Source: an optimization exercise on an open RTL-to-GDS flow (aim: small area, a short achievable clock period and few clock cycles per item). Production flows keep margins and buffers that such runs may drop.
RTL that was checked went through simulation tests only; none was proved equivalent to the original.
The RTL of run 1 was laid out without a check of its function.
Power is estimated from default activity; no workload was simulated.

==> flow/design.v <==
package conv_pkg;
    localparam int RES_DEPTH = 16;
    localparam logic [1:0] ADR_OPERAND = 2'd0;
    localparam logic [1:0] ADR_RESULT  = 2'd1;
    localparam logic [1:0] ADR_STATUS  = 2'd2;
    localparam logic [1:0] ADR_CLEAR   = 2'd3;
    typedef struct packed {
        logic signed [15:0] psum;
        logic signed [7:0]  fltr;
        logic signed [7:0]  ifmap;
    } operand_t;
endpackage
module conv_mac_cs
(
    input  logic [7:0]  f,
    input  logic [7:0]  x,
    input  logic [15:0] psum,
    output logic [15:0] row_a,
    output logic [15:0] row_b,
    output logic        cin
);
    logic pp0_0;
    logic pp0_1;
    logic pp0_2;
    logic pp0_3;
    logic pp0_4;
    logic pp0_5;
    logic pp0_6;
    logic pp0_7;
    logic pp1_0;
    logic pp1_1;
    logic pp1_2;
    logic pp1_3;
    logic pp1_4;
    logic pp1_5;
    logic pp1_6;
    logic pp1_7;
    logic pp2_0;
    logic pp2_1;
    logic pp2_2;
    logic pp2_3;
    logic pp2_4;
    logic pp2_5;
    logic pp2_6;
    logic pp2_7;
    logic pp3_0;
    logic pp3_1;
    logic pp3_2;
    logic pp3_3;
    logic pp3_4;
    logic pp3_5;
    logic pp3_6;
    logic pp3_7;
    logic pp4_0;
    logic pp4_1;
    logic pp4_2;
    logic pp4_3;
    logic pp4_4;
    logic pp4_5;
    logic pp4_6;
    logic pp4_7;
    logic pp5_0;
    logic pp5_1;
    logic pp5_2;
    logic pp5_3;
    logic pp5_4;
    logic pp5_5;
    logic pp5_6;
    logic pp5_7;
    logic pp6_0;
    logic pp6_1;
    logic pp6_2;
    logic pp6_3;
    logic pp6_4;
    logic pp6_5;
    logic pp6_6;
    logic pp6_7;
    logic pp7_0;
    logic pp7_1;
    logic pp7_2;
    logic pp7_3;
    logic pp7_4;
    logic pp7_5;
    logic pp7_6;
    logic pp7_7;
    logic s1;
    logic c2;
    logic s3;
    logic c4;
    logic s5;
    logic c6;
    logic s7;
    logic c8;
    logic s9;
    logic c10;
    logic s11;
    logic c12;
    logic s13;
    logic c14;
    logic s15;
    logic c16;
    logic s17;
    logic c18;
    logic s19;
    logic c20;
    logic s21;
    logic c22;
    logic s23;
    logic c24;
    logic s25;
    logic c26;
    logic s27;
    logic c28;
    logic s29;
    logic c30;
    logic s31;
    logic c32;
    logic s33;
    logic c34;
    logic s35;
    logic c36;
    logic s37;
    logic c38;
    logic s39;
    logic c40;
    logic s41;
    logic c42;
    logic s43;
    logic c44;
    logic s45;
    logic c46;
    logic s47;
    logic c48;
    logic s49;
    logic c50;
    logic s51;
    logic c52;
    logic s53;
    logic c54;
    logic s55;
    logic c56;
    logic s57;
    logic c58;
    logic s59;
    logic c60;
    logic s61;
    logic c62;
    logic s63;
    logic c64;
    logic s65;
    logic c66;
    logic s67;
    logic c68;
    logic s69;
    logic c70;
    logic s71;
    logic c72;
    logic s73;
    logic c74;
    logic s75;
    logic c76;
    logic s77;
    logic c78;
    logic s79;
    logic c80;
    logic s81;
    logic c82;
    logic s83;
    logic c84;
    logic s85;
    logic c86;
    logic s87;
    logic c88;
    logic s89;
    logic c90;
    logic s91;
    logic c92;
    logic s93;
    logic c94;
    logic s95;
    logic c96;
    logic s97;
    logic c98;
    logic s99;
    logic c100;
    logic s101;
    logic c102;
    logic s103;
    logic c104;
    logic s105;
    logic c106;
    logic s107;
    logic c108;
    logic s109;
    logic c110;
    logic s111;
    logic c112;
    logic s113;
    logic c114;
    logic s115;
    logic c116;
    logic s117;
    logic c118;
    logic s119;
    logic c120;
    logic s121;
    logic c122;
    assign pp0_0 = x[0] & f[0];
    assign pp0_1 = x[0] & f[1];
    assign pp0_2 = x[0] & f[2];
    assign pp0_3 = x[0] & f[3];
    assign pp0_4 = x[0] & f[4];
    assign pp0_5 = x[0] & f[5];
    assign pp0_6 = x[0] & f[6];
    assign pp0_7 = ~(x[0] & f[7]);
    assign pp1_0 = x[1] & f[0];
    assign pp1_1 = x[1] & f[1];
    assign pp1_2 = x[1] & f[2];
    assign pp1_3 = x[1] & f[3];
    assign pp1_4 = x[1] & f[4];
    assign pp1_5 = x[1] & f[5];
    assign pp1_6 = x[1] & f[6];
    assign pp1_7 = ~(x[1] & f[7]);
    assign pp2_0 = x[2] & f[0];
    assign pp2_1 = x[2] & f[1];
    assign pp2_2 = x[2] & f[2];
    assign pp2_3 = x[2] & f[3];
    assign pp2_4 = x[2] & f[4];
    assign pp2_5 = x[2] & f[5];
    assign pp2_6 = x[2] & f[6];
    assign pp2_7 = ~(x[2] & f[7]);
    assign pp3_0 = x[3] & f[0];
    assign pp3_1 = x[3] & f[1];
    assign pp3_2 = x[3] & f[2];
    assign pp3_3 = x[3] & f[3];
    assign pp3_4 = x[3] & f[4];
    assign pp3_5 = x[3] & f[5];
    assign pp3_6 = x[3] & f[6];
    assign pp3_7 = ~(x[3] & f[7]);
    assign pp4_0 = x[4] & f[0];
    assign pp4_1 = x[4] & f[1];
    assign pp4_2 = x[4] & f[2];
    assign pp4_3 = x[4] & f[3];
    assign pp4_4 = x[4] & f[4];
    assign pp4_5 = x[4] & f[5];
    assign pp4_6 = x[4] & f[6];
    assign pp4_7 = ~(x[4] & f[7]);
    assign pp5_0 = x[5] & f[0];
    assign pp5_1 = x[5] & f[1];
    assign pp5_2 = x[5] & f[2];
    assign pp5_3 = x[5] & f[3];
    assign pp5_4 = x[5] & f[4];
    assign pp5_5 = x[5] & f[5];
    assign pp5_6 = x[5] & f[6];
    assign pp5_7 = ~(x[5] & f[7]);
    assign pp6_0 = x[6] & f[0];
    assign pp6_1 = x[6] & f[1];
    assign pp6_2 = x[6] & f[2];
    assign pp6_3 = x[6] & f[3];
    assign pp6_4 = x[6] & f[4];
    assign pp6_5 = x[6] & f[5];
    assign pp6_6 = x[6] & f[6];
    assign pp6_7 = ~(x[6] & f[7]);
    assign pp7_0 = ~(x[7] & f[0]);
    assign pp7_1 = ~(x[7] & f[1]);
    assign pp7_2 = ~(x[7] & f[2]);
    assign pp7_3 = ~(x[7] & f[3]);
    assign pp7_4 = ~(x[7] & f[4]);
    assign pp7_5 = ~(x[7] & f[5]);
    assign pp7_6 = ~(x[7] & f[6]);
    assign pp7_7 = x[7] & f[7];
    conv_ha u_s1 (.a(pp0_5), .b(pp1_4), .s(s1), .co(c2));
    conv_fa u_s3 (.a(pp0_6), .b(pp1_5), .ci(pp2_4), .s(s3), .co(c4));
    conv_ha u_s5 (.a(pp3_3), .b(pp4_2), .s(s5), .co(c6));
    conv_fa u_s7 (.a(pp0_7), .b(pp1_6), .ci(pp2_5), .s(s7), .co(c8));
    conv_fa u_s9 (.a(pp3_4), .b(pp4_3), .ci(pp5_2), .s(s9), .co(c10));
    conv_ha u_s11 (.a(pp6_1), .b(pp7_0), .s(s11), .co(c12));
    conv_fa u_s13 (.a(pp1_7), .b(pp2_6), .ci(pp3_5), .s(s13), .co(c14));
    conv_fa u_s15 (.a(pp4_4), .b(pp5_3), .ci(pp6_2), .s(s15), .co(c16));
    conv_fa u_s17 (.a(pp7_1), .b(psum[8]), .ci(1'b1), .s(s17), .co(c18));
    conv_fa u_s19 (.a(pp2_7), .b(pp3_6), .ci(pp4_5), .s(s19), .co(c20));
    conv_fa u_s21 (.a(pp5_4), .b(pp6_3), .ci(pp7_2), .s(s21), .co(c22));
    conv_fa u_s23 (.a(pp3_7), .b(pp4_6), .ci(pp5_5), .s(s23), .co(c24));
    conv_ha u_s25 (.a(pp0_3), .b(pp1_2), .s(s25), .co(c26));
    conv_fa u_s27 (.a(pp0_4), .b(pp1_3), .ci(pp2_2), .s(s27), .co(c28));
    conv_ha u_s29 (.a(pp3_1), .b(pp4_0), .s(s29), .co(c30));
    conv_fa u_s31 (.a(s1), .b(pp2_3), .ci(pp3_2), .s(s31), .co(c32));
    conv_fa u_s33 (.a(pp4_1), .b(pp5_0), .ci(psum[5]), .s(s33), .co(c34));
    conv_fa u_s35 (.a(c2), .b(s3), .ci(s5), .s(s35), .co(c36));
    conv_fa u_s37 (.a(pp5_1), .b(pp6_0), .ci(psum[6]), .s(s37), .co(c38));
    conv_fa u_s39 (.a(c4), .b(c6), .ci(s7), .s(s39), .co(c40));
    conv_fa u_s41 (.a(s9), .b(s11), .ci(psum[7]), .s(s41), .co(c42));
    conv_fa u_s43 (.a(c8), .b(c10), .ci(c12), .s(s43), .co(c44));
    conv_fa u_s45 (.a(s13), .b(s15), .ci(s17), .s(s45), .co(c46));
    conv_fa u_s47 (.a(c14), .b(c16), .ci(c18), .s(s47), .co(c48));
    conv_fa u_s49 (.a(s19), .b(s21), .ci(psum[9]), .s(s49), .co(c50));
    conv_fa u_s51 (.a(c20), .b(c22), .ci(s23), .s(s51), .co(c52));
    conv_fa u_s53 (.a(pp6_4), .b(pp7_3), .ci(psum[10]), .s(s53), .co(c54));
    conv_fa u_s55 (.a(c24), .b(pp4_7), .ci(pp5_6), .s(s55), .co(c56));
    conv_fa u_s57 (.a(pp6_5), .b(pp7_4), .ci(psum[11]), .s(s57), .co(c58));
    conv_fa u_s59 (.a(pp5_7), .b(pp6_6), .ci(pp7_5), .s(s59), .co(c60));
    conv_ha u_s61 (.a(pp0_2), .b(pp1_1), .s(s61), .co(c62));
    conv_fa u_s63 (.a(s25), .b(pp2_1), .ci(pp3_0), .s(s63), .co(c64));
    conv_fa u_s65 (.a(c26), .b(s27), .ci(s29), .s(s65), .co(c66));
    conv_fa u_s67 (.a(c28), .b(c30), .ci(s31), .s(s67), .co(c68));
    conv_fa u_s69 (.a(c32), .b(c34), .ci(s35), .s(s69), .co(c70));
    conv_fa u_s71 (.a(c36), .b(c38), .ci(s39), .s(s71), .co(c72));
    conv_fa u_s73 (.a(c40), .b(c42), .ci(s43), .s(s73), .co(c74));
    conv_fa u_s75 (.a(c44), .b(c46), .ci(s47), .s(s75), .co(c76));
    conv_fa u_s77 (.a(c48), .b(c50), .ci(s51), .s(s77), .co(c78));
    conv_fa u_s79 (.a(c52), .b(c54), .ci(s55), .s(s79), .co(c80));
    conv_fa u_s81 (.a(c56), .b(c58), .ci(s59), .s(s81), .co(c82));
    conv_fa u_s83 (.a(c60), .b(pp6_7), .ci(pp7_6), .s(s83), .co(c84));
    conv_ha u_s85 (.a(pp0_1), .b(pp1_0), .s(s85), .co(c86));
    conv_fa u_s87 (.a(s61), .b(pp2_0), .ci(psum[2]), .s(s87), .co(c88));
    conv_fa u_s89 (.a(c62), .b(s63), .ci(psum[3]), .s(s89), .co(c90));
    conv_fa u_s91 (.a(c64), .b(s65), .ci(psum[4]), .s(s91), .co(c92));
    conv_fa u_s93 (.a(c66), .b(s67), .ci(s33), .s(s93), .co(c94));
    conv_fa u_s95 (.a(c68), .b(s69), .ci(s37), .s(s95), .co(c96));
    conv_fa u_s97 (.a(c70), .b(s71), .ci(s41), .s(s97), .co(c98));
    conv_fa u_s99 (.a(c72), .b(s73), .ci(s45), .s(s99), .co(c100));
    conv_fa u_s101 (.a(c74), .b(s75), .ci(s49), .s(s101), .co(c102));
    conv_fa u_s103 (.a(c76), .b(s77), .ci(s53), .s(s103), .co(c104));
    conv_fa u_s105 (.a(c78), .b(s79), .ci(s57), .s(s105), .co(c106));
    conv_fa u_s107 (.a(c80), .b(s81), .ci(psum[12]), .s(s107), .co(c108));
    conv_fa u_s109 (.a(c82), .b(s83), .ci(psum[13]), .s(s109), .co(c110));
    conv_fa u_s111 (.a(c84), .b(pp7_7), .ci(psum[14]), .s(s111), .co(c112));
    conv_ha u_s113 (.a(psum[15]), .b(1'b1), .s(s113), .co(c114));
    conv_ha u_s115 (.a(pp0_0), .b(psum[0]), .s(s115), .co(c116));
    conv_fa u_s117 (.a(s85), .b(psum[1]), .ci(c116), .s(s117), .co(c118));
    conv_fa u_s119 (.a(c86), .b(s87), .ci(c118), .s(s119), .co(c120));
    conv_fa u_s121 (.a(c88), .b(s89), .ci(c120), .s(s121), .co(c122));
    assign row_a = {c112, c110, c108, c106, c104, c102, c100, c98, c96, c94, c92, c90, s121, s119, s117, s115};
    assign row_b = {s113, s111, s109, s107, s105, s103, s101, s99, s97, s95, s93, s91, 1'b0, 1'b0, 1'b0, 1'b0};
    assign cin   = c122;
endmodule
module conv_add16
(
    input  logic [15:0] a,
    input  logic [15:0] b,
    input  logic        ci,
    output logic [15:0] s
);
    logic [15:0] g;
    logic [15:0] p;
    logic gc;
    logic gg1;
    logic pp1;
    logic gg2;
    logic pp2;
    logic gg3;
    logic pp3;
    logic gg4;
    logic pp4;
    logic gg5;
    logic pp5;
    logic gg6;
    logic pp6;
    logic gg7;
    logic pp7;
    logic gg8;
    logic pp8;
    logic gg9;
    logic pp9;
    logic gg10;
    logic pp10;
    logic gg11;
    logic pp11;
    logic gg12;
    logic pp12;
    logic gg13;
    logic pp13;
    logic gg14;
    logic pp14;
    logic gg15;
    logic pp15;
    logic gg16;
    logic pp16;
    logic gg17;
    logic pp17;
    logic gg18;
    logic pp18;
    assign g = a & b;
    assign p = a ^ b;
    assign gc = g[4] | (p[4] & ci);
    assign gg1 = g[5] | (p[5] & gc);
    assign pp1 = p[5] & p[4];
    assign gg2 = g[7] | (p[7] & g[6]);
    assign pp2 = p[7] & p[6];
    assign gg3 = g[9] | (p[9] & g[8]);
    assign pp3 = p[9] & p[8];
    assign gg4 = g[11] | (p[11] & g[10]);
    assign pp4 = p[11] & p[10];
    assign gg5 = g[13] | (p[13] & g[12]);
    assign pp5 = p[13] & p[12];
    assign gg6 = g[15] | (p[15] & g[14]);
    assign pp6 = p[15] & p[14];
    assign gg7 = gg2 | (pp2 & gg1);
    assign pp7 = pp2 & pp1;
    assign gg8 = gg4 | (pp4 & gg3);
    assign pp8 = pp4 & pp3;
    assign gg9 = gg6 | (pp6 & gg5);
    assign pp9 = pp6 & pp5;
    assign gg10 = gg8 | (pp8 & gg7);
    assign pp10 = pp8 & pp7;
    assign gg11 = gg9 | (pp9 & gg10);
    assign pp11 = pp9 & pp10;
    assign gg12 = gg3 | (pp3 & gg7);
    assign pp12 = pp3 & pp7;
    assign gg13 = gg5 | (pp5 & gg10);
    assign pp13 = pp5 & pp10;
    assign gg14 = g[6] | (p[6] & gg1);
    assign pp14 = p[6] & pp1;
    assign gg15 = g[8] | (p[8] & gg7);
    assign pp15 = p[8] & pp7;
    assign gg16 = g[10] | (p[10] & gg12);
    assign pp16 = p[10] & pp12;
    assign gg17 = g[12] | (p[12] & gg10);
    assign pp17 = p[12] & pp10;
    assign gg18 = g[14] | (p[14] & gg13);
    assign pp18 = p[14] & pp13;
    assign s[3:0] = a[3:0];
    assign s[15:4] = p[15:4] ^ {gg18, gg13, gg17, gg10, gg16, gg12, gg15, gg7, gg14, gg1, gc, ci};
endmodule
module conv_fa
(
    input  logic a,
    input  logic b,
    input  logic ci,
    output logic s,
    output logic co
);
    assign s  = a ^ b ^ ci;
    assign co = (a & b) | (a & ci) | (b & ci);
endmodule
module conv_ha
(
    input  logic a,
    input  logic b,
    output logic s,
    output logic co
);
    assign s  = a ^ b;
    assign co = a & b;
endmodule
module conv_rd_bit #(
    parameter bit HAS_ST = 1'b0
)
(
    input  logic [1:0] adr,
    input  logic       res,
    input  logic       st,
    output logic       dat
);
    if (HAS_ST) begin : g_st
        assign dat = (adr[0] && !adr[1] && res) || (adr[1] && !adr[0] && st);
    end else begin : g_res
        assign dat = adr[0] && !adr[1] && res;
    end
endmodule
module conv_pick #(
    parameter int N = 15
)
(
    input  logic [N-1:0] sel,
    input  logic [N-1:0] d,
    output logic         q
);
    assign q = |(sel & d);
endmodule
module conv_acc
(
    input  logic        clk,
    input  logic        arst_n,
    input  logic        wb_cyc,
    input  logic        wb_stb,
    input  logic        wb_we,
    input  logic [1:0]  wb_adr,
    input  logic [31:0] wb_dat_i,
    output logic        wb_ack,
    output logic [31:0] wb_dat_o
);
    localparam int DEPTH = conv_pkg::RES_DEPTH - 1;
    logic               req;
    logic               wr_operand;
    logic               rd_result;
    logic               wr_clear;
    logic               accept;
    logic               pop;
    logic               full;
    conv_pkg::operand_t op;
    logic [15:0]        cs_a;
    logic [15:0]        cs_b;
    logic               cs_c;
    logic               stage_v;
    logic [15:0]        st_a;
    logic [15:0]        st_b;
    logic               st_c;
    logic [15:0]        mac;
    logic               head_v;
    logic [15:0]        head;
    logic [15:0]        mem [DEPTH];
    logic [4:0]         nrsel;
    logic [4:0]         rsel;
    logic               more;
    logic               shift;
    logic               take;
    logic               head_en;
    logic [DEPTH-1:0]   pick;
    logic [15:0]        oldest;
    logic [15:0]        head_d;
    logic               overflow;
    logic               underflow;
    logic               busy;
    logic [3:0]         status;
    assign req        = wb_cyc && wb_stb;
    assign wb_ack     = req;
    assign wr_operand = req &&  wb_we && !wb_adr[1] && !wb_adr[0];
    assign rd_result  = req && !wb_we && !wb_adr[1] &&  wb_adr[0];
    assign wr_clear   = req &&  wb_we &&  wb_adr[1] &&  wb_adr[0];
    assign rsel   = ~nrsel;
    assign more   = !rsel[4];
    assign full   = head_v && ((rsel == 5'd14) || (stage_v && (rsel == 5'd13)));
    assign accept = wr_operand && !full;
    assign pop    = rd_result && head_v;
    assign shift   = stage_v && head_v && (more || !pop);
    assign take    = pop && more;
    assign head_en = pop || (stage_v && !head_v);
    always_ff @(posedge clk or negedge arst_n) begin
        if (!arst_n) begin
            stage_v   <= 1'b0;
            head_v    <= 1'b0;
            nrsel     <= '0;
            overflow  <= 1'b0;
            underflow <= 1'b0;
        end else begin
            stage_v <= accept;
            if (pop && !more && !stage_v) begin
                head_v <= 1'b0;
            end else if (stage_v) begin
                head_v <= 1'b1;
            end
            case ({shift, take})
                2'b10:   nrsel <= nrsel - 1'b1;
                2'b01:   nrsel <= nrsel + 1'b1;
                default: nrsel <= nrsel;
            endcase
            if (wr_clear) begin
                overflow  <= 1'b0;
                underflow <= 1'b0;
            end else begin
                if (wr_operand && full)   overflow  <= 1'b1;
                if (rd_result && !head_v) underflow <= 1'b1;
            end
        end
    end
    assign op = conv_pkg::operand_t'(wb_dat_i);
    conv_mac_cs u_mac (
        .f     (op.fltr),
        .x     (op.ifmap),
        .psum  (op.psum),
        .row_a (cs_a),
        .row_b (cs_b),
        .cin   (cs_c)
    );
    always_ff @(posedge clk) begin
        st_a <= cs_a;
        st_b <= cs_b;
        st_c <= cs_c;
    end
    conv_add16 u_add (
        .a  (st_a),
        .b  (st_b),
        .ci (st_c),
        .s  (mac)
    );
    always_comb begin
        for (int i = 0; i < DEPTH; i++) begin
            pick[i] = (rsel[3:0] == i);
        end
    end
    for (genvar b = 0; b < 16; b++) begin : g_pick
        logic [DEPTH-1:0] col;
        for (genvar i = 0; i < DEPTH; i++) begin : g_col
            assign col[i] = mem[i][b];
        end
        conv_pick #(.N(DEPTH)) u_pick (
            .sel (pick),
            .d   (col),
            .q   (oldest[b])
        );
    end
    assign head_d = more ? oldest : (stage_v ? mac : 16'd0);
    always_ff @(posedge clk or negedge arst_n) begin
        if (!arst_n) begin
            head <= '0;
        end else if (head_en) begin
            head <= head_d;
        end
    end
    always_ff @(posedge clk) begin
        if (shift) begin
            mem[0] <= mac;
            for (int i = 1; i < DEPTH; i++) begin
                mem[i] <= mem[i-1];
            end
        end
    end
    assign busy   = head_v || stage_v;
    assign status = {busy, !busy, underflow, overflow};
    for (genvar b = 0; b < 16; b++) begin : g_rd
        conv_rd_bit #(.HAS_ST(b < 4)) u_rd (
            .adr    (wb_adr),
            .res    (head[b]),
            .st     ((b < 4) ? status[b % 4] : 1'b0),
            .dat    (wb_dat_o[b])
        );
    end
    assign wb_dat_o[31:16] = '0;
endmodule
==> flow/run.sh <==
#!/bin/bash
# synth_recipe.tcl (not shown) runs the flow's synth.tcl, then flattens the netlist and writes it again
# the make line also repeats each setting of config.mk as NAME=value (left out here)
make -C /OpenROAD-flow-scripts/flow DESIGN_CONFIG=/design/flow/config.mk WORK_HOME=/design/flow/orfs CLKGATE_MAP_FILE= SYNTH_SCRIPT=/design/flow/synth_recipe.tcl finish
==> flow/config.mk <==
export PLATFORM = sky130hd
export DESIGN_NAME = conv_acc
export DESIGN_NICKNAME = conv_acc
export VERILOG_FILES = /design/flow/design.v
export SDC_FILE = /design/flow/constraint.sdc
export NUM_CORES = 4
export LEC_CHECK = 0
export CAP_MARGIN = 20
export CORE_MARGIN = 2
export CORE_UTILIZATION = 70
export CTS_BUF_LIST = sky130_fd_sc_hd__clkbuf_16
export CTS_CLUSTER_DIAMETER = 120
export CTS_CLUSTER_SIZE = 30
export SETUP_SLACK_MARGIN = 3.8
export SLEW_MARGIN = 20
export SYNTH_HIERARCHICAL = 1
export TNS_END_PERCENT = 100
==> flow/constraint.sdc <==
create_clock -name core_clock -period 7.0 [get_ports {clk}]
set_input_delay 1.4000 -clock core_clock [delete_from_list [all_inputs] [get_ports {clk}]]
set_output_delay 1.4000 -clock core_clock [all_outputs]
set_load 0.01 [all_outputs]
==> out/summary.log, run 1 <==
qor: sta.number_of_max_slew_violations_in_the_final_report 0
qor: pwr.pd_cells 313 mW/mm2
qor: hold_path.min_to mem[0][0]
qor: critical_path.worst-r2r-setup-slack 3.93 ns
qor: cells_and_area.multiInputGateArea 0.00442 mm2
qor: placed_design.preCtsSetupSlack 2.13 ns
qor: critical_path.cp_slowest_stage_delay 0.59 ns
qor: yosys.synth_area_per_cell 15.7 um2
qor: global_route.grt_first_pass_wirelength 42,500 um
qor: critical_path.crit-reg2reg-launch nrsel[2]
qor: die.fp-row-count 49
qor: sta.layout_worst_path_cycle_share 47.7%
qor: yosys.ys_warn_count 8
qor: cells_and_area.net_total_in_the_final_layout 987
qor: die.die_width 140 um
qor: critical_path.setup.worst_path.end_class register
qor: critical_path.worst_path_required_time 7.37 ns
qor: cells_and_area.layout.filler_cells 1,016
qor: global_route.vias_in_the_first_global_route 7,568
qor: sta.layout_min_cycle_time 3.34 ns
qor: yosys.synth.cell_area 0.0129 mm2
qor: placed_design.io_buffers 55
qor: detailed_routing.drt_iter0_drc 805
qor: outcome.outcome complete, no violations
qor: cts.clkSlewWorstSetupHoldPaths 0.12 ns
qor: cells_and_area.regArea 0.00841 mm2
qor: detailed_routing.drc 0
qor: yosys.syn-instance-count 825
qor: detailed_routing.drt_pre_antenna_iters 5
qor: sta.max_slew.worst_pin.slew 1.19 ns
qor: die.initial_utilization 71.6%
qor: flow_run.max_cap_violation_count 0
qor: cells_and_area.layout-drive-gt1-share 19.7%
qor: detailed_routing.routed_wire_length_per_instance 25.9 um
qor: critical_path.timing.critical_path.mode_cell fa_2
qor: sta.maxClockFrequency 299 MHz
qor: die.die_area 0.0196 mm2
qor: cells_and_area.syn2layout_area_growth 10.2%
qor: die.core_region_area 0.0181 mm2
qor: sta.timing.clock.skew 0.0204 ns
qor: die.pin_count 72
qor: cts.clock_sinks 294
qor: critical_path.sequence_of_cells_on_the_critical_path buf_8 -> and2_4 -> fa_2 -> fa_2 -> fa_2 -> fa_2
qor: critical_path.setup.worst_path.class in -> reg
qor: sta.hold_viol_final 0
qor: hold_path.timing.hold.worst_path_depth 0
qor: critical_path.critical_path.max_fanout 7
qor: pwr.ir_drop 0.000297 V
qor: placed_design.routabilityCongestion 0.869
qor: pwr.leakage_power_total 4.93 nW
qor: critical_path.crit_path_top_delay_cell fa_2
qor: global_route.grt_start_max_net_pins 150
qor: hold_path.hold_start st_a[0]
qor: global_route.grt_antenna_before_repair 0
qor: cts.clock_tree.buffer_depth 3
qor: pwr.design_power 0.00446 W
qor: cts.ctsHtreeMaxLevel 1
qor: hold_path.hold_path_class reg -> reg
qor: critical_path.critical_path_arrival 3.71 ns
qor: sta.totalNegativeSetupSlack 0 ns
qor: cts.tritoncts.num_buffers 13
qor: sta.timing.final.setup_violations 0
qor: cts.clk_latency 0.49 ns
qor: detailed_routing.drt-vias-per-instance 6.71
qor: die.floorplan.die.height 140 um
qor: sta.rsz_0062_raised_after_global_routing true
qor: cts.clock_tree.root_cell clkbuf_16
qor: global_route.grt.total_usage 28.6%
qor: critical_path.worst_r2r_path_cells 7
qor: cells_and_area.antenna_cells_inserted 0
qor: detailed_routing.via_count 7,376
qor: sta.post-route-worst-setup-slack 3.66 ns
qor: cts.tritoncts yes
qor: placed_design.detailedPlacementHpwl 17,700 um
qor: critical_path.worst_r2r_endpoint head[6]
qor: critical_path.startpoint_type primary input
qor: detailed_routing.ant_nets 0
qor: global_route.overflow 0
qor: sta.slew_headroom 20.7%
qor: detailed_routing.wl 28,500 um
[metrics by stage]
step / utilization (%) / std cells / hold slack (ns) / area [um2]
after CTS: 77.9 / 1094 / 0.450 / 14100
after global routing: 78.9 / 1100 / 0.466 / 14300
after floorplan: - / 841 / 0.425 / 13200
after detailed placement: 75.8 / 1070 / 0.423 / 13700
after global placement: 75.8 / 1070 / 0.421 / 13700
final: 78.9 / 1100 / 0.455 / 14300
[cell type report]
type	count	share of cell area, %
flip-flops and latches	294	59.0
multi-input cells	467	31.0
repair buffers	69	4.99
clock buffers	13	2.28
well taps	229	2.01
inverters	22	0.579
clock inverters	6	0.184
[power breakdown]
group	total (W)	internal, W	switching [W]
clock network	0.000836	0.000343	0.000493
logic	0.00138	0.000566	0.000819
registers	0.00224	0.00207	0.000173
[state kept, by name, summed over array words and instances (netlist names), 5 cells and up]
register	flops
head	16
st_b	12
st_a	16
mem	240
nrsel	5
[worst max-delay path: cells and delay by family]
family	cells	cell delay, ns
and+or+nand+nor	1	0.15
buffers and inverters	1	0.11
adders and majority gates	4	2.04
[routing by layer]
layer | routed length (um) | track usage, %
met5 | 0 | 0
met1 | 11200 | 39.8
met2 | 14000 | 46.9
met3 | 2450 | 5.50
met4 | 901 | 9.25
[how the worst max path moves through the flow]
stage,end,depth (start not counted),startpoint
2_1_floorplan,mem[0][0],4,wb_adr[1]
3_3_place_gp,wb_dat_o[2],4,wb_adr[1]
6_report,st_b[10],6,wb_dat_i[14]
4_1_cts,st_b[10],6,wb_dat_i[14]
3_5_place_dp,nrsel[4],11,wb_adr[1]
5_1_grt,wb_dat_o[0],4,wb_adr[0]
[repair_timing]
action / 4_1_cts / 5_1_grt
hold buffers: 0 / 0
setup buffers: 4 / 2
resized for setup: 204 / 19
gates cloned: 1 / 4
pin swaps: 20 / 14
setup endpoints to repair: 295 / 25
[placed cells by master (no fill, tap or decap), types with 5 or more instances in the layout]
cell type and n:
clkbuf_16 16, ha_1 16, and3_1 16, a21oi_2 5
o21ai_0 5, and3b_1 12, a21oi_1 16, dfxtp_1 29
a22o_1 16, and2_4 17, nand2b_1 5, edfxtp_1 240
buf_2 20, buf_6 8, buf_4 11, inv_1 24
nand4_1 16, dfrtp_1 25, nor3_4 6, fa_2 35
clkdlybuf4s50_1 16, nor2_2 7, xnor2_1 5, a221oi_1 16
and2_1 34, nand2_1 25, a222oi_1 16, conb_1 18
a22oi_1 80, fa_1 25, nor2_1 22
==> run 2, diff against run 1 <==
--- a/flow/design.v
+++ b/flow/design.v
@@ -269,66 +269,66 @@
     assign pp7_5 = ~(x[7] & f[5]);
     assign pp7_6 = ~(x[7] & f[6]);
     assign pp7_7 = x[7] & f[7];
-    conv_ha u_s1 (.a(pp0_5), .b(pp1_4), .s(s1), .co(c2));
-    conv_fa u_s3 (.a(pp0_6), .b(pp1_5), .ci(pp2_4), .s(s3), .co(c4));
-    conv_ha u_s5 (.a(pp3_3), .b(pp4_2), .s(s5), .co(c6));
-    conv_fa u_s7 (.a(pp0_7), .b(pp1_6), .ci(pp2_5), .s(s7), .co(c8));
-    conv_fa u_s9 (.a(pp3_4), .b(pp4_3), .ci(pp5_2), .s(s9), .co(c10));
-    conv_ha u_s11 (.a(pp6_1), .b(pp7_0), .s(s11), .co(c12));
-    conv_fa u_s13 (.a(pp1_7), .b(pp2_6), .ci(pp3_5), .s(s13), .co(c14));
-    conv_fa u_s15 (.a(pp4_4), .b(pp5_3), .ci(pp6_2), .s(s15), .co(c16));
-    conv_fa u_s17 (.a(pp7_1), .b(psum[8]), .ci(1'b1), .s(s17), .co(c18));
-    conv_fa u_s19 (.a(pp2_7), .b(pp3_6), .ci(pp4_5), .s(s19), .co(c20));
-    conv_fa u_s21 (.a(pp5_4), .b(pp6_3), .ci(pp7_2), .s(s21), .co(c22));
-    conv_fa u_s23 (.a(pp3_7), .b(pp4_6), .ci(pp5_5), .s(s23), .co(c24));
-    conv_ha u_s25 (.a(pp0_3), .b(pp1_2), .s(s25), .co(c26));
-    conv_fa u_s27 (.a(pp0_4), .b(pp1_3), .ci(pp2_2), .s(s27), .co(c28));
-    conv_ha u_s29 (.a(pp3_1), .b(pp4_0), .s(s29), .co(c30));
-    conv_fa u_s31 (.a(s1), .b(pp2_3), .ci(pp3_2), .s(s31), .co(c32));
-    conv_fa u_s33 (.a(pp4_1), .b(pp5_0), .ci(psum[5]), .s(s33), .co(c34));
-    conv_fa u_s35 (.a(c2), .b(s3), .ci(s5), .s(s35), .co(c36));
-    conv_fa u_s37 (.a(pp5_1), .b(pp6_0), .ci(psum[6]), .s(s37), .co(c38));
-    conv_fa u_s39 (.a(c4), .b(c6), .ci(s7), .s(s39), .co(c40));
-    conv_fa u_s41 (.a(s9), .b(s11), .ci(psum[7]), .s(s41), .co(c42));
-    conv_fa u_s43 (.a(c8), .b(c10), .ci(c12), .s(s43), .co(c44));
+    conv_ha u_s1 (.a(psum[5]), .b(pp0_5), .s(s1), .co(c2));
+    conv_fa u_s3 (.a(psum[6]), .b(pp0_6), .ci(pp1_5), .s(s3), .co(c4));
+    conv_ha u_s5 (.a(pp2_4), .b(pp3_3), .s(s5), .co(c6));
+    conv_fa u_s7 (.a(psum[7]), .b(pp0_7), .ci(pp1_6), .s(s7), .co(c8));
+    conv_fa u_s9 (.a(pp2_5), .b(pp3_4), .ci(pp4_3), .s(s9), .co(c10));
+    conv_ha u_s11 (.a(pp5_2), .b(pp6_1), .s(s11), .co(c12));
+    conv_fa u_s13 (.a(1'b1), .b(psum[8]), .ci(pp1_7), .s(s13), .co(c14));
+    conv_fa u_s15 (.a(pp2_6), .b(pp3_5), .ci(pp4_4), .s(s15), .co(c16));
+    conv_fa u_s17 (.a(pp5_3), .b(pp6_2), .ci(pp7_1), .s(s17), .co(c18));
+    conv_fa u_s19 (.a(psum[9]), .b(pp2_7), .ci(pp3_6), .s(s19), .co(c20));
+    conv_fa u_s21 (.a(pp4_5), .b(pp5_4), .ci(pp6_3), .s(s21), .co(c22));
+    conv_fa u_s23 (.a(psum[10]), .b(pp3_7), .ci(pp4_6), .s(s23), .co(c24));
+    conv_ha u_s25 (.a(psum[3]), .b(pp0_3), .s(s25), .co(c26));
+    conv_fa u_s27 (.a(psum[4]), .b(pp0_4), .ci(pp1_3), .s(s27), .co(c28));
+    conv_ha u_s29 (.a(pp2_2), .b(pp3_1), .s(s29), .co(c30));
+    conv_fa u_s31 (.a(pp1_4), .b(pp2_3), .ci(pp3_2), .s(s31), .co(c32));
+    conv_fa u_s33 (.a(pp4_1), .b(pp5_0), .ci(s1), .s(s33), .co(c34));
+    conv_fa u_s35 (.a(pp4_2), .b(pp5_1), .ci(pp6_0), .s(s35), .co(c36));
+    conv_fa u_s37 (.a(c2), .b(s5), .ci(s3), .s(s37), .co(c38));
+    conv_fa u_s39 (.a(pp7_0), .b(c6), .ci(s11), .s(s39), .co(c40));
+    conv_fa u_s41 (.a(c4), .b(s7), .ci(s9), .s(s41), .co(c42));
+    conv_fa u_s43 (.a(c12), .b(c8), .ci(c10), .s(s43), .co(c44));
     conv_fa u_s45 (.a(s13), .b(s15), .ci(s17), .s(s45), .co(c46));
-    conv_fa u_s47 (.a(c14), .b(c16), .ci(c18), .s(s47), .co(c48));
-    conv_fa u_s49 (.a(s19), .b(s21), .ci(psum[9]), .s(s49), .co(c50));
-    conv_fa u_s51 (.a(c20), .b(c22), .ci(s23), .s(s51), .co(c52));
-    conv_fa u_s53 (.a(pp6_4), .b(pp7_3), .ci(psum[10]), .s(s53), .co(c54));
-    conv_fa u_s55 (.a(c24), .b(pp4_7), .ci(pp5_6), .s(s55), .co(c56));
-    conv_fa u_s57 (.a(pp6_5), .b(pp7_4), .ci(psum[11]), .s(s57), .co(c58));
-    conv_fa u_s59 (.a(pp5_7), .b(pp6_6), .ci(pp7_5), .s(s59), .co(c60));
-    conv_ha u_s61 (.a(pp0_2), .b(pp1_1), .s(s61), .co(c62));
-    conv_fa u_s63 (.a(s25), .b(pp2_1), .ci(pp3_0), .s(s63), .co(c64));
-    conv_fa u_s65 (.a(c26), .b(s27), .ci(s29), .s(s65), .co(c66));
-    conv_fa u_s67 (.a(c28), .b(c30), .ci(s31), .s(s67), .co(c68));
-    conv_fa u_s69 (.a(c32), .b(c34), .ci(s35), .s(s69), .co(c70));
-    conv_fa u_s71 (.a(c36), .b(c38), .ci(s39), .s(s71), .co(c72));
+    conv_fa u_s47 (.a(pp7_2), .b(c14), .ci(c16), .s(s47), .co(c48));
+    conv_fa u_s49 (.a(c18), .b(s19), .ci(s21), .s(s49), .co(c50));
+    conv_fa u_s51 (.a(pp5_5), .b(pp6_4), .ci(pp7_3), .s(s51), .co(c52));
+    conv_fa u_s53 (.a(c20), .b(c22), .ci(s23), .s(s53), .co(c54));
+    conv_fa u_s55 (.a(psum[11]), .b(pp4_7), .ci(pp5_6), .s(s55), .co(c56));
+    conv_fa u_s57 (.a(pp6_5), .b(pp7_4), .ci(c24), .s(s57), .co(c58));
+    conv_fa u_s59 (.a(psum[12]), .b(pp5_7), .ci(pp6_6), .s(s59), .co(c60));
+    conv_ha u_s61 (.a(psum[2]), .b(pp0_2), .s(s61), .co(c62));
+    conv_fa u_s63 (.a(pp1_2), .b(pp2_1), .ci(pp3_0), .s(s63), .co(c64));
+    conv_fa u_s65 (.a(pp4_0), .b(c26), .ci(s29), .s(s65), .co(c66));
+    conv_fa u_s67 (.a(c30), .b(c28), .ci(s31), .s(s67), .co(c68));
+    conv_fa u_s69 (.a(c32), .b(s35), .ci(c34), .s(s69), .co(c70));
+    conv_fa u_s71 (.a(c36), .b(s39), .ci(c38), .s(s71), .co(c72));
     conv_fa u_s73 (.a(c40), .b(c42), .ci(s43), .s(s73), .co(c74));
-    conv_fa u_s75 (.a(c44), .b(c46), .ci(s47), .s(s75), .co(c76));
-    conv_fa u_s77 (.a(c48), .b(c50), .ci(s51), .s(s77), .co(c78));
-    conv_fa u_s79 (.a(c52), .b(c54), .ci(s55), .s(s79), .co(c80));
-    conv_fa u_s81 (.a(c56), .b(c58), .ci(s59), .s(s81), .co(c82));
-    conv_fa u_s83 (.a(c60), .b(pp6_7), .ci(pp7_6), .s(s83), .co(c84));
-    conv_ha u_s85 (.a(pp0_1), .b(pp1_0), .s(s85), .co(c86));
-    conv_fa u_s87 (.a(s61), .b(pp2_0), .ci(psum[2]), .s(s87), .co(c88));
-    conv_fa u_s89 (.a(c62), .b(s63), .ci(psum[3]), .s(s89), .co(c90));
-    conv_fa u_s91 (.a(c64), .b(s65), .ci(psum[4]), .s(s91), .co(c92));
-    conv_fa u_s93 (.a(c66), .b(s67), .ci(s33), .s(s93), .co(c94));
-    conv_fa u_s95 (.a(c68), .b(s69), .ci(s37), .s(s95), .co(c96));
-    conv_fa u_s97 (.a(c70), .b(s71), .ci(s41), .s(s97), .co(c98));
-    conv_fa u_s99 (.a(c72), .b(s73), .ci(s45), .s(s99), .co(c100));
-    conv_fa u_s101 (.a(c74), .b(s75), .ci(s49), .s(s101), .co(c102));
-    conv_fa u_s103 (.a(c76), .b(s77), .ci(s53), .s(s103), .co(c104));
-    conv_fa u_s105 (.a(c78), .b(s79), .ci(s57), .s(s105), .co(c106));
-    conv_fa u_s107 (.a(c80), .b(s81), .ci(psum[12]), .s(s107), .co(c108));
-    conv_fa u_s109 (.a(c82), .b(s83), .ci(psum[13]), .s(s109), .co(c110));
-    conv_fa u_s111 (.a(c84), .b(pp7_7), .ci(psum[14]), .s(s111), .co(c112));
-    conv_ha u_s113 (.a(psum[15]), .b(1'b1), .s(s113), .co(c114));
-    conv_ha u_s115 (.a(pp0_0), .b(psum[0]), .s(s115), .co(c116));
-    conv_fa u_s117 (.a(s85), .b(psum[1]), .ci(c116), .s(s117), .co(c118));
-    conv_fa u_s119 (.a(c86), .b(s87), .ci(c118), .s(s119), .co(c120));
+    conv_fa u_s75 (.a(c44), .b(s47), .ci(c46), .s(s75), .co(c76));
+    conv_fa u_s77 (.a(s51), .b(c48), .ci(c50), .s(s77), .co(c78));
+    conv_fa u_s79 (.a(c52), .b(s55), .ci(c54), .s(s79), .co(c80));
+    conv_fa u_s81 (.a(pp7_5), .b(c56), .ci(s59), .s(s81), .co(c82));
+    conv_fa u_s83 (.a(psum[13]), .b(pp6_7), .ci(pp7_6), .s(s83), .co(c84));
+    conv_ha u_s85 (.a(psum[1]), .b(pp0_1), .s(s85), .co(c86));
+    conv_fa u_s87 (.a(pp1_1), .b(pp2_0), .ci(s61), .s(s87), .co(c88));
+    conv_fa u_s89 (.a(c62), .b(s25), .ci(s63), .s(s89), .co(c90));
+    conv_fa u_s91 (.a(c64), .b(s27), .ci(s65), .s(s91), .co(c92));
+    conv_fa u_s93 (.a(c66), .b(s33), .ci(s67), .s(s93), .co(c94));
+    conv_fa u_s95 (.a(c68), .b(s37), .ci(s69), .s(s95), .co(c96));
+    conv_fa u_s97 (.a(s41), .b(c70), .ci(s71), .s(s97), .co(c98));
+    conv_fa u_s99 (.a(s45), .b(c72), .ci(s73), .s(s99), .co(c100));
+    conv_fa u_s101 (.a(s49), .b(c74), .ci(s75), .s(s101), .co(c102));
+    conv_fa u_s103 (.a(s53), .b(c76), .ci(s77), .s(s103), .co(c104));
+    conv_fa u_s105 (.a(s57), .b(c78), .ci(s79), .s(s105), .co(c106));
+    conv_fa u_s107 (.a(c58), .b(s81), .ci(c80), .s(s107), .co(c108));
+    conv_fa u_s109 (.a(c60), .b(s83), .ci(c82), .s(s109), .co(c110));
+    conv_fa u_s111 (.a(psum[14]), .b(pp7_7), .ci(c84), .s(s111), .co(c112));
+    conv_ha u_s113 (.a(1'b1), .b(psum[15]), .s(s113), .co(c114));
+    conv_ha u_s115 (.a(psum[0]), .b(pp0_0), .s(s115), .co(c116));
+    conv_fa u_s117 (.a(pp1_0), .b(c116), .ci(s85), .s(s117), .co(c118));
+    conv_fa u_s119 (.a(c86), .b(c118), .ci(s87), .s(s119), .co(c120));
     conv_fa u_s121 (.a(c88), .b(s89), .ci(c120), .s(s121), .co(c122));
     assign row_a = {c112, c110, c108, c106, c104, c102, c100, c98, c96, c94, c92, c90, s121, s119, s117, s115};
     assign row_b = {s113, s111, s109, s107, s105, s103, s101, s99, s97, s95, s93, s91, 1'b0, 1'b0, 1'b0, 1'b0};
--- a/flow/config.mk
+++ b/flow/config.mk
@@ -7,7 +7,7 @@
 export LEC_CHECK = 0
 export CAP_MARGIN = 20
 export CORE_MARGIN = 2
-export CORE_UTILIZATION = 70
+export CORE_UTILIZATION = 60
 export CTS_BUF_LIST = sky130_fd_sc_hd__clkbuf_16
 export CTS_CLUSTER_DIAMETER = 120
 export CTS_CLUSTER_SIZE = 30
==> out/summary.log, run 2 <==
qor: critical_path.crit_path_top_delay_cell nand3b_1
qor: detailed_routing.routedLengthMet1 11,700 um [+4.5%]
qor: pwr.pd_cells 312 mW/mm2 [-0.40%]
qor: sta.timing.final.setup_violations 0 [unchanged]
qor: yosys.ys_warn_count 8 [unchanged]
qor: detailed_routing.ant_nets 0 [unchanged]
qor: die.fp-row-count 53 [+8.2%]
qor: hold_path.timing.hold.worst_path_depth 0 [unchanged]
qor: cells_and_area.net_total_in_the_final_layout 990 [+0.30%]
qor: yosys.synth_area_per_cell 15.7 um2 [unchanged]
qor: cts.clock_sinks 294 [unchanged]
qor: die.core_region_area 0.0211 mm2 [+17%]
qor: critical_path.critical-path-top-delay-family buffers and inverters
qor: detailed_routing.met2RoutedLength 14,400 um [+2.8%]
qor: cells_and_area.mostFrequentLayoutCells edfxtp_1, a22oi_1, and2_1
qor: cts.cts-hold-fix-buffers 0 [unchanged]
qor: critical_path.critical_path_arrival 1.88 ns [-1.83 ns]
qor: cts.clock_tree.buffer_depth 3 [unchanged]
qor: cells_and_area.stdcell_count 1,151 [+4.6%]
qor: sta.rsz_0062_raised_after_global_routing true
qor: cells_and_area.regMostFlops mem
qor: cts.tritoncts.num_buffers 13 [unchanged]
qor: die.die_width 151 um [+7.8%]
qor: pwr.design_power 0.00444 W [-0.55%]
qor: detailed_routing.wl 28,900 um [+1.3%]
qor: placed_design.dp_cells 1,119 [+4.6%]
qor: global_route.grt_antenna_before_repair 1 [+1]
qor: die.floorplan.die.height 151 um [+7.8%]
qor: hold_path.hold_path_class reg -> reg
qor: cts.clkSlewWorstSetupHoldPaths 0.11 ns [about the same]
qor: sta.layout_min_cycle_time 3.28 ns [-0.0582 ns]
qor: global_route.grt_start_max_net_pins 152 [+1.3%]
qor: global_route.grt.total_usage 25.8% [-2.8 points]
qor: yosys.synth.cell_area 0.0129 mm2 [unchanged]
qor: placed_design.routabilityCongestion 0.899 [+3.5%]
qor: sta.totalNegativeSetupSlack 0 ns [unchanged]
qor: cells_and_area.syn2layout_area_growth 10.0%
qor: die.pin_count 72 [unchanged]
qor: detailed_routing.via_count 7,389 [+0.18%]
qor: cells_and_area.antenna_cells_inserted 0 [unchanged]
qor: global_route.vias_in_the_first_global_route 7,552 [-0.21%]
qor: detailed_routing.drt_iter0_drc 804 [-0.12%]
qor: flow_run.max_cap_violation_count 0 [unchanged]
qor: yosys.syn-instance-count 825 [unchanged]
qor: cells_and_area.layout-drive-gt1-share 17.4% [-2.4 points]
qor: detailed_routing.routed_wire_length_per_instance 25.1 um [-3.2%]
qor: placed_design.detailedPlacementHpwl 18,200 um [+3.0%]
qor: detailed_routing.drc 0 [unchanged]
qor: sta.timing.clock.skew 0.0201 ns [-0.000356 ns]
qor: critical_path.timing.critical_path.buf_inv 2 [+1]
qor: cells_and_area.final_common_cell edfxtp_1
qor: cts.clk_latency 0.49 ns [about the same]
qor: detailed_routing.wl_met3 2320 um [-5.3%]
qor: sta.hold_slack 0.458 ns [+0.00323 ns]
qor: sta.max_slew.worst_pin.slew 1.17 ns [-0.0150 ns]
qor: critical_path.cp_slowest_stage_delay 0.16 ns [-0.43 ns]
qor: detailed_routing.top_metal_layer_carrying_routed_signals met5
qor: sta.maxClockFrequency 305 MHz [+1.8%]
qor: critical_path.setup.worst_path.end_class output pin
qor: sta.number_of_max_slew_violations_in_the_final_report 0 [unchanged]
qor: detailed_routing.drt-vias-per-instance 6.42 [-4.3%]
qor: placed_design.io_buffers 55 [unchanged]
qor: sta.layout_worst_path_cycle_share 46.9% [-0.83 points]
qor: critical_path.worst_r2r_path_cells 7 [unchanged]
qor: cts.ctsHtreeMaxLevel 1 [unchanged]
qor: global_route.overflow 0 [unchanged]
qor: cells_and_area.largest_register_ffs 240 [unchanged]
qor: die.initial_utilization 61.4% [-10 points]
qor: sta.slew_headroom 21.7% [+1.0 points]
qor: pwr.ir_drop 0.000163 V [-45%]
qor: pwr.leakage_power_total 4.97 nW [+0.83%]
qor: sta.hold_viol_final 0 [unchanged]
qor: critical_path.sequence_of_cells_on_the_critical_path buf_16 -> nand3b_1 -> o21ai_2 -> buf_2
qor: critical_path.startpoint_type primary input
qor: cts.tritoncts yes
qor: global_route.grt_first_pass_wirelength 43,500 um [+2.4%]
qor: critical_path.setup.worst_path.class in -> out
qor: cells_and_area.top_regs mem (240), head (16), st_a (16)
qor: cts.clock_tree.root_cell clkbuf_16
qor: die.die_area 0.0228 mm2 [+16%]
qor: critical_path.worst_path_required_time 5.60 ns [-1.77 ns]
qor: critical_path.total_stage_count_of_the_critical_path 4 [-2]
qor: critical_path.critical_path.max_fanout 6 [-1]
qor: outcome.outcome complete, no violations
qor: detailed_routing.drt_pre_antenna_iters 8 [+3]
-- run 2: metal layers --
layer  vias to the layer above  track usage, %
li1                       3206               -
met1                      3773            36.7
met2                       361            43.3
met3                        47            3.95
met4                         2            4.95
met5                         -               0
-- run 2: metrics by stage --
step,area (um2),utilization [%],setup slack [ns]
after CTS,14200,67.2,3.71
final,14200,67.6,3.72
after floorplan,13200,-,1.27
after global placement,13700,65.1,2.28
after global routing,14200,67.6,3.68
after detailed placement,13700,65.1,2.12
-- run 2: layout make-up --
cell class              count  area [um2]
clock inverters             8        35.0
flip-flops and latches    294        8410
inverters                  22        82.6
well taps                 275         344
fillers                  1468        6840
multi-input cells         467        4340
clock buffers              13         325
repair buffers             72         709
-- run 2: path summary, 6_finish.rpt --
path,start,to,slack (ns)
max reg2reg,nrsel[3],head[1],3.95
min in group asynchronous,arst_n,stage_v,1.27
max,wb_adr[0],wb_dat_o[0],3.72
max in group asynchronous,arst_n,head[8],5.45
min,mem[6][11],mem[7][11],0.46
min reg2reg,mem[6][11],mem[7][11],0.46
-- run 2: where the power goes --
part / switching [W] / internal [W]
Clock: 0.000501 / 0.000346
Sequential: 0.000166 / 0.00207
Combinational: 0.000807 / 0.000552
-- run 2: repair_timing --
action	in CTS	in global routing
resized for setup	215	8
buffers inserted	3	3
endpoints found under the setup margin	297	27
gates cloned	4	0
pin swaps	23	14
Testbench counts of run 2, summed over its fixed seeds: cycles 9,600, items 3,200.
==> run 3, diff against run 2 <==
--- a/flow/config.mk
+++ b/flow/config.mk
@@ -7,7 +7,7 @@
 export LEC_CHECK = 0
 export CAP_MARGIN = 20
 export CORE_MARGIN = 2
-export CORE_UTILIZATION = 60
+export CORE_UTILIZATION = 75
 export CTS_BUF_LIST = sky130_fd_sc_hd__clkbuf_16
 export CTS_CLUSTER_DIAMETER = 120
 export CTS_CLUSTER_SIZE = 30
==> out/summary.log, run 3 <==
qor: placed_design.preCtsSetupSlack 2.16 ns [+0.0396 ns]
qor: cells_and_area.multiInputGateArea 0.00433 mm2 [-0.29%]
qor: global_route.grt.total_usage 34.6% [+8.8 points]
qor: cells_and_area.top_regs mem (240), head (16), st_a (16)
qor: global_route.vias_in_the_first_global_route 8,108 [+7.4%]
qor: cts.clock_sinks 294 [unchanged]
qor: flow_run.max_cap_violation_count 0 [unchanged]
qor: yosys.ys_warn_count 8 [unchanged]
qor: detailed_routing.drc 0 [unchanged]
qor: detailed_routing.wl_met3 3440 um [+48%]
qor: hold_path.timing.hold.worst_path_depth 0 [unchanged]
qor: pwr.combPwrFrac 30.5% [about the same]
qor: critical_path.worst-r2r-setup-slack 3.88 ns [-0.07 ns]
qor: cts.clkSlewWorstSetupHoldPaths 0.12 ns [about the same]
qor: die.core_region_area 0.0171 mm2 [-19%]
qor: pwr.seqPwrFrac 50.2% [about the same]
qor: detailed_routing.top_metal_layer_carrying_routed_signals met4
qor: yosys.synth_area_per_cell 15.7 um2 [unchanged]
qor: cells_and_area.mostFrequentLayoutCells edfxtp_1, a22oi_1, and2_1
qor: die.initial_utilization 75.9% [+15 points]
qor: cells_and_area.antenna_cells_inserted 0 [unchanged]
qor: cells_and_area.layout-drive-gt1-share 17.3% [-0.094 points]
qor: pwr.switching_share 33.5% [+0.32 points]
qor: cells_and_area.layout.filler_cells 836 [-43%]
qor: die.die_area 0.0183 mm2 [-19%]
qor: cells_and_area.syn2layout_area_growth 9.79%
qor: cells_and_area.final_common_cell edfxtp_1
qor: detailed_routing.wl 30,600 um [+6.0%]
qor: critical_path.worst_r2r_endpoint head[5]
qor: global_route.overflow 0 [unchanged]
qor: detailed_routing.drt_pre_antenna_iters 5 [-3]
qor: pwr.leakage_power_total 4.97 nW [+0.11%]
qor: cts.cts-hold-fix-buffers 0 [unchanged]
qor: global_route.grt_antenna_before_repair 0 [-1]
qor: critical_path.critical_path.max_fanout 6 [unchanged]
qor: hold_path.hold_path_class reg -> reg
qor: detailed_routing.ant_nets 0 [unchanged]
qor: critical_path.critical_path_arrival 1.90 ns [+0.02 ns]
qor: pwr.netSwitchingPower 0.00149 W [+1.3%]
qor: global_route.grt_first_pass_wirelength 46,600 um [+7.1%]
qor: detailed_routing.drt_iter0_drc 953 [+19%]
qor: cells_and_area.stdcell_count 1,100 [-4.4%]
qor: sta.rsz_0062_raised_after_global_routing true
qor: critical_path.setup.worst_path.end_class output pin
qor: pwr.cell_internal_pwr 0.00296 W [-0.14%]
qor: sta.timing.final.setup_violations 0 [unchanged]
qor: cts.tritoncts yes
qor: pwr.power.share.clock 19.3% [+0.2 points]
qor: detailed_routing.drt-vias-per-instance 7.04 [+9.7%]
qor: outcome.outcome complete, no violations
qor: sta.max_slew.worst_pin.slew 1.19 ns [+0.0116 ns]
qor: sta.post-route-worst-setup-slack 3.70 ns [-0.0164 ns]
qor: sta.timing.clock.skew 0.0154 ns [-0.00471 ns]
qor: sta.layout_min_cycle_time 3.30 ns [+0.0164 ns]
qor: die.floorplan.die.height 135 um [-10%]
qor: sta.maxClockFrequency 303 MHz [-0.50%]
qor: critical_path.worst_r2r_path_cells 7 [unchanged]
qor: hold_path.hold_start mem[12][4]
qor: sta.layout_worst_path_cycle_share 47.1% [+0.23 points]
qor: placed_design.routabilityCongestion 0.914 [+1.6%]
qor: yosys.synth.cell_area 0.0129 mm2 [unchanged]
qor: hold_path.min_to mem[13][4]
qor: detailed_routing.met2RoutedLength 15,100 um [+5.0%]
qor: pwr.ir_drop 0.000284 V [+74%]
qor: detailed_routing.routedLengthMet1 10,600 um [-9.6%]
qor: global_route.grt_start_max_net_pins 61 [-60%]
qor: sta.slew_headroom 20.9% [-0.78 points]
qor: detailed_routing.routed_wire_length_per_instance 27.8 um [+11%]
qor: cells_and_area.largest_register_ffs 240 [unchanged]
qor: critical_path.setup.worst_path.class in -> out
qor: cts.clock_tree.root_cell clkbuf_16
qor: cts.clk_latency 0.49 ns [about the same]
qor: cts.clock_tree.buffer_depth 3 [unchanged]
qor: cts.ctsHtreeMaxLevel 1 [unchanged]
qor: placed_design.io_buffers 55 [unchanged]
qor: placed_design.detailedPlacementHpwl 18,800 um [+3.1%]
qor: cells_and_area.regMostFlops mem
qor: placed_design.dp_cells 1,069 [-4.5%]
qor: critical_path.startpoint_type primary input
qor: pwr.design_power 0.00445 W [+0.34%]
qor: yosys.syn-instance-count 825 [unchanged]
qor: sta.hold_viol_final 0 [unchanged]
qor: pwr.pd_cells 313 mW/mm2 [+0.57%]
qor: critical_path.crit-reg2reg-launch nrsel[1]
qor: die.pin_count 72 [unchanged]
qor: cells_and_area.net_total_in_the_final_layout 989 [-0.10%]
qor: critical_path.worst_path_required_time 5.60 ns [about the same]
qor: detailed_routing.via_count 7,744 [+4.8%]
qor: sta.totalNegativeSetupSlack 0 ns [unchanged]
qor: sta.number_of_max_slew_violations_in_the_final_report 0 [unchanged]
qor: cts.tritoncts.num_buffers 13 [unchanged]
qor: cells_and_area.regArea 0.00841 mm2 [unchanged]
qor: die.die_width 135 um [-10%]
qor: die.fp-row-count 48 [-9.4%]
## run 3: what timing repair did
action | in CTS | in global routing
gates resized for setup | 216 | 8
endpoints found under the hold margin | 0 | 0
endpoints found under the setup margin | 298 | 23
buffers inserted | 2 | 2
gates cloned | 5 | 0
pin swaps | 20 | 13
## run 3: per-stage QoR
stage / cell area (um2) / hold WS [ns] / utilization (%)
2_1_floorplan: 13200 / 0.425 / -
4_1_cts: 14200 / 0.451 / 83.0
6_report: 14200 / 0.460 / 83.3
3_5_place_dp: 13700 / 0.421 / 80.3
3_3_place_gp: 13700 / 0.420 / 80.3
5_1_grt: 14200 / 0.462 / 83.3
## run 3: power groups by stage
stage | clock network, W | registers [W] | logic, W
2_1_floorplan | 0 | 0.00218 | 0.00103
3_5_place_dp | 0 | 0.00227 | 0.00131
6_report | 0.000858 | 0.00224 | 0.00136
4_1_cts | 0.000853 | 0.00223 | 0.00134
3_3_place_gp | 0 | 0.00226 | 0.00125
5_1_grt | 0.000905 | 0.00225 | 0.00147
## run 3: metal layers
layer,track usage [%],vias up
li1,-,3201
met1,45.9,3800
met2,57.7,620
met3,6.58,123
met4,13.9,0
met5,0,-
## run 3: critical path: stages
cell,delay [ns]
buf_16,0.12
nand3b_1,0.17
o21ai_2,0.06
buf_2,0.14
## run 3: worst max path at each step
stage / from / to / slack, ns / cells after the start
2_1_floorplan: wb_adr[1] / mem[0][0] / 1.27 / 4
5_1_grt: wb_adr[0] / wb_dat_o[3] / 3.66 / 4
6_report: wb_adr[0] / wb_dat_o[3] / 3.70 / 4
4_1_cts: wb_adr[1] / wb_dat_o[3] / 3.64 / 4
3_3_place_gp: wb_adr[1] / wb_dat_o[3] / 2.32 / 4
3_5_place_dp: wb_adr[1] / mem[9][10] / 2.16 / 6
## run 3: final cells by class
class | count | area share [%]
clock buffer | 13 | 2.29
sequential | 294 | 59.2
timing repair buffer | 70 | 5.29
tap | 225 | 1.98
inverter | 22 | 0.581
clock inverter | 8 | 0.246
multi-input combinational | 468 | 30.4
==> run 4, diff against run 3 <==
--- a/flow/config.mk
+++ b/flow/config.mk
@@ -5,9 +5,10 @@
 export SDC_FILE = /design/flow/constraint.sdc
 export NUM_CORES = 4
 export LEC_CHECK = 0
+export ABC_AREA = 1
 export CAP_MARGIN = 20
 export CORE_MARGIN = 2
-export CORE_UTILIZATION = 75
+export CORE_UTILIZATION = 70
 export CTS_BUF_LIST = sky130_fd_sc_hd__clkbuf_16
 export CTS_CLUSTER_DIAMETER = 120
 export CTS_CLUSTER_SIZE = 30
==> out/summary.log, run 4 <==
qor: pwr.leakage_power_total 6.77 nW [+36%]
qor: detailed_routing.routed_wire_length_per_instance 18.1 um [-35%]
qor: critical_path.worst_path_required_time 5.60 ns [about the same]
qor: pwr.seqPwrFrac 47.8% [-2.4 points]
qor: cells_and_area.final_common_cell nand2_1
qor: global_route.grt_first_pass_wirelength 48,100 um [+3.2%]
qor: cts.clkSlewWorstSetupHoldPaths 0.11 ns [about the same]
qor: cells_and_area.regMostFlops mem
qor: die.pin_count 72 [unchanged]
qor: global_route.overflow 0 [unchanged]
qor: cells_and_area.antenna_cells_inserted 0 [unchanged]
qor: critical_path.startpoint_type primary input
qor: cells_and_area.mostFrequentLayoutCells nand2_1, edfxtp_1, inv_1
qor: critical_path.critical-path-top-delay-family buffers and inverters
qor: die.fp-row-count 52 [+8.3%]
qor: detailed_routing.drc 0 [unchanged]
qor: pwr.power.share.clock 19.2% [about the same]
qor: cts.clock_tree.root_cell clkbuf_16
qor: sta.post-route-worst-setup-slack 3.67 ns [-0.0313 ns]
qor: detailed_routing.via_count 9,125 [+18%]
qor: sta.layout_min_cycle_time 3.33 ns [+0.0313 ns]
qor: outcome.outcome complete, no violations
qor: die.die_area 0.0214 mm2 [+17%]
qor: placed_design.preCtsSetupSlack 2.22 ns [+0.0596 ns]
qor: placed_design.routabilityCongestion 0.881 [-3.6%]
qor: cells_and_area.fin_util 77.1% [-6.2 points]
qor: critical_path.cp_slowest_stage_delay 0.14 ns [-0.03 ns]
qor: yosys.ys_warn_count 8 [unchanged]
qor: cells_and_area.top_regs mem (240), head (16), st_a (16)
qor: die.die_width 146 um [+8.0%]
qor: cells_and_area.syn2layout_area_growth 9.14%
qor: critical_path.cp-startpoint wb_adr[1]
qor: cts.tritoncts yes
qor: critical_path.crit_path_top_delay_cell buf_12
qor: die.floorplan.die.height 146 um [+8.0%]
qor: pwr.pd_cells 291 mW/mm2 [-7.2%]
qor: sta.layout_worst_path_cycle_share 47.6% [+0.45 points]
qor: pwr.combPwrFrac 33.0% [+2.5 points]
qor: cts.clock_sinks 294 [unchanged]
qor: cts.cts-hold-fix-buffers 0 [unchanged]
qor: yosys.synth.cell_area 0.0142 mm2 [+9.4%]
qor: critical_path.critical_path.max_fanout 6 [unchanged]
qor: cts.clk_latency 0.49 ns [about the same]
qor: yosys.synth_area_per_cell 10.2 um2 [-35%]
qor: hold_path.hold_start mem[11][14]
qor: pwr.netSwitchingPower 0.00159 W [+6.4%]
qor: pwr.cell_internal_pwr 0.00290 W [-1.9%]
qor: die.core_region_area 0.0200 mm2 [+17%]
qor: placed_design.io_buffers 55 [unchanged]
qor: cts.clock_tree.buffer_depth 3 [unchanged]
qor: critical_path.setup.worst_path.end_class output pin
qor: sta.rsz_0062_raised_after_global_routing true
qor: cells_and_area.multiInputGateArea 0.00484 mm2 [+12%]
qor: critical_path.critical_path_arrival 1.93 ns [+0.03 ns]
qor: detailed_routing.wl 30,700 um [+0.20%]
qor: critical_path.setup.worst_path.class in -> out
qor: detailed_routing.ant_nets 0 [unchanged]
qor: cells_and_area.layout.filler_cells 1,366 [+63%]
qor: cells_and_area.layout-drive-gt1-share 12.0% [-5.2 points]
qor: global_route.grt_antenna_before_repair 0 [unchanged]
qor: flow_run.max_cap_violation_count 0 [unchanged]
qor: sta.max_slew.worst_pin.slew 1.18 ns [-0.00225 ns]
qor: cells_and_area.net_total_in_the_final_layout 1,537 [+55%]
qor: yosys.syn-instance-count 1,390 [+68%]
qor: cts.ctsHtreeMaxLevel 1 [unchanged]
qor: detailed_routing.drt_pre_antenna_iters 7 [+2]
qor: critical_path.crit-reg2reg-launch st_a[4]
qor: sta.hold_slack 0.454 ns [-0.00622 ns]
qor: sta.hold_viol_final 0 [unchanged]
qor: pwr.switching_share 35.4% [+1.8 points]
qor: critical_path.sequence_of_cells_on_the_critical_path buf_16 -> buf_12 -> clkinv_4 -> nand3_2 -> nand2_1 -> buf_2
qor: sta.totalNegativeSetupSlack 0 ns [unchanged]
qor: sta.maxClockFrequency 300 MHz [-0.94%]
qor: global_route.grt.total_usage 29.3% [-5.3 points]
qor: detailed_routing.drt-vias-per-instance 5.39 [-23%]
qor: pwr.ir_drop 0.000161 V [-43%]
qor: sta.slew_headroom 21.0% [+0.15 points]
qor: sta.number_of_max_slew_violations_in_the_final_report 0 [unchanged]
qor: sta.timing.final.setup_violations 0 [unchanged]
qor: placed_design.dp_cells 1,663 [+56%]
qor: sta.timing.clock.skew 0.0208 ns [+0.00545 ns]
qor: hold_path.hold_path_class reg -> reg
qor: global_route.vias_in_the_first_global_route 8,958 [+10%]
qor: detailed_routing.drt_iter0_drc 767 [-20%]
qor: cts.tritoncts.num_buffers 13 [unchanged]
qor: global_route.grt_start_max_net_pins 165 [+170%]
qor: cells_and_area.regArea 0.00841 mm2 [about the same]
qor: die.initial_utilization 70.7% [-5.2 points]
qor: cells_and_area.stdcell_count 1,693 [+54%]
qor: critical_path.timing.critical_path.buf_inv 4 [+2]
qor: placed_design.detailedPlacementHpwl 19,700 um [+5.2%]
qor: cells_and_area.largest_register_ffs 240 [unchanged]
## run 4: metal layers
metal,GRT usage [%],wire (um),vias to the layer above
met4,7.72,864,0
li1,-,-,4304
met2,49.1,15000,374
met1,41.2,12300,4388
met3,4.28,2510,59
met5,0,0,-
## run 4: worst paths after layout
| kind | end | slack [ns] | cells after the start |
|---|---|---|---|
| min in group asynchronous | nrsel[3] | 1.27 | 2 |
| min | mem[12][14] | 0.45 | 0 |
| max | wb_dat_o[0] | 3.67 | 6 |
| max in group asynchronous | head[8] | 5.45 | 2 |
| max reg2reg | head[14] | 4.29 | 15 |
| min reg2reg | mem[12][14] | 0.45 | 0 |
## run 4: stage by stage
step           cell area [um2]  power, W
3_3_place_gp             14800   0.00358
6_report                 15500   0.00449
3_5_place_dp             14800   0.00363
4_1_cts                  15300   0.00448
5_1_grt                  15500   0.00477
2_1_floorplan            14500   0.00326
## run 4: power by group through the flow
stage	sequential, W	combinational, W	clock [W]
final	0.00215	0.00148	0.000861
after detailed placement	0.00218	0.00145	0
after global placement	0.00218	0.00140	0
after floorplan	0.00215	0.00111	0
after CTS	0.00215	0.00146	0.000868
after global routing	0.00216	0.00168	0.000924
## run 4: repair_timing
| item | CTS | global route |
|---|---|---|
| setup endpoints to repair | 280 | 22 |
| gates resized for setup | 218 | 30 |
| pin swaps | 27 | 15 |
| cloned | 4 | 1 |
| buffers inserted | 3 | 1 |
## run 4: final cells by class
| cell class | count | share of cell area, % |
|---|---|---|
| inverters | 193 | 4.84 |
| clock inverters | 8 | 0.227 |
| well taps | 270 | 2.19 |
| multi-input cells | 845 | 31.3 |
| flip-flops and latches | 294 | 54.4 |
| clock buffers | 13 | 2.10 |
| repair buffers | 70 | 4.89 |
## run 4: worst register-to-register path: cells and delay by family (launching register included)
| family | cells | cell delay (ns) |
|---|---|---|
| DFF | 1 | 0.34 |
| and+or+nand+nor | 10 | 0.78 |
| adders and majority gates | 3 | 1.35 |
| buffers and inverters | 2 | 0.12 |

what the ideal ports hide:
The results above use ideal ports. As a check the final layouts listed here were re-extracted and re-timed, cells and wires unchanged.
Step 1 assumes that a clkbuf_16 drives the clock port and a buf_2 every other input.
Step 2 times the ports against the registers' clock, not the clock port: input delays grow and output delays shrink by t, the midpoint of the rising clock arrivals with the driver on.
a / b / c = ideal ports / drivers / drivers and shift; a / b = the first two.
run | shift t [ns] | setup WS [ns] | worst setup path at the end | worst data-port slew with drivers (ns) | cell pins on the clock port's net
run 1 | 0.528 | 3.659 / 3.500 / 3.142 | input to register | 0.24 | 1
run 2 | 0.525 | 3.717 / 3.484 / 3.126 | input to register | 0.32 | 1
run 3 | 0.526 | 3.701 / 3.504 / 3.216 | input to register | 0.28 | 1
run 4 | 0.530 | 3.670 / 3.438 / 3.324 | input to register | 0.32 | 1
After both steps every run listed still meets setup and hold. The setup slack of run 2, which loses most, moves by -0.233 ns with the drivers and by -0.591 ns with both steps.
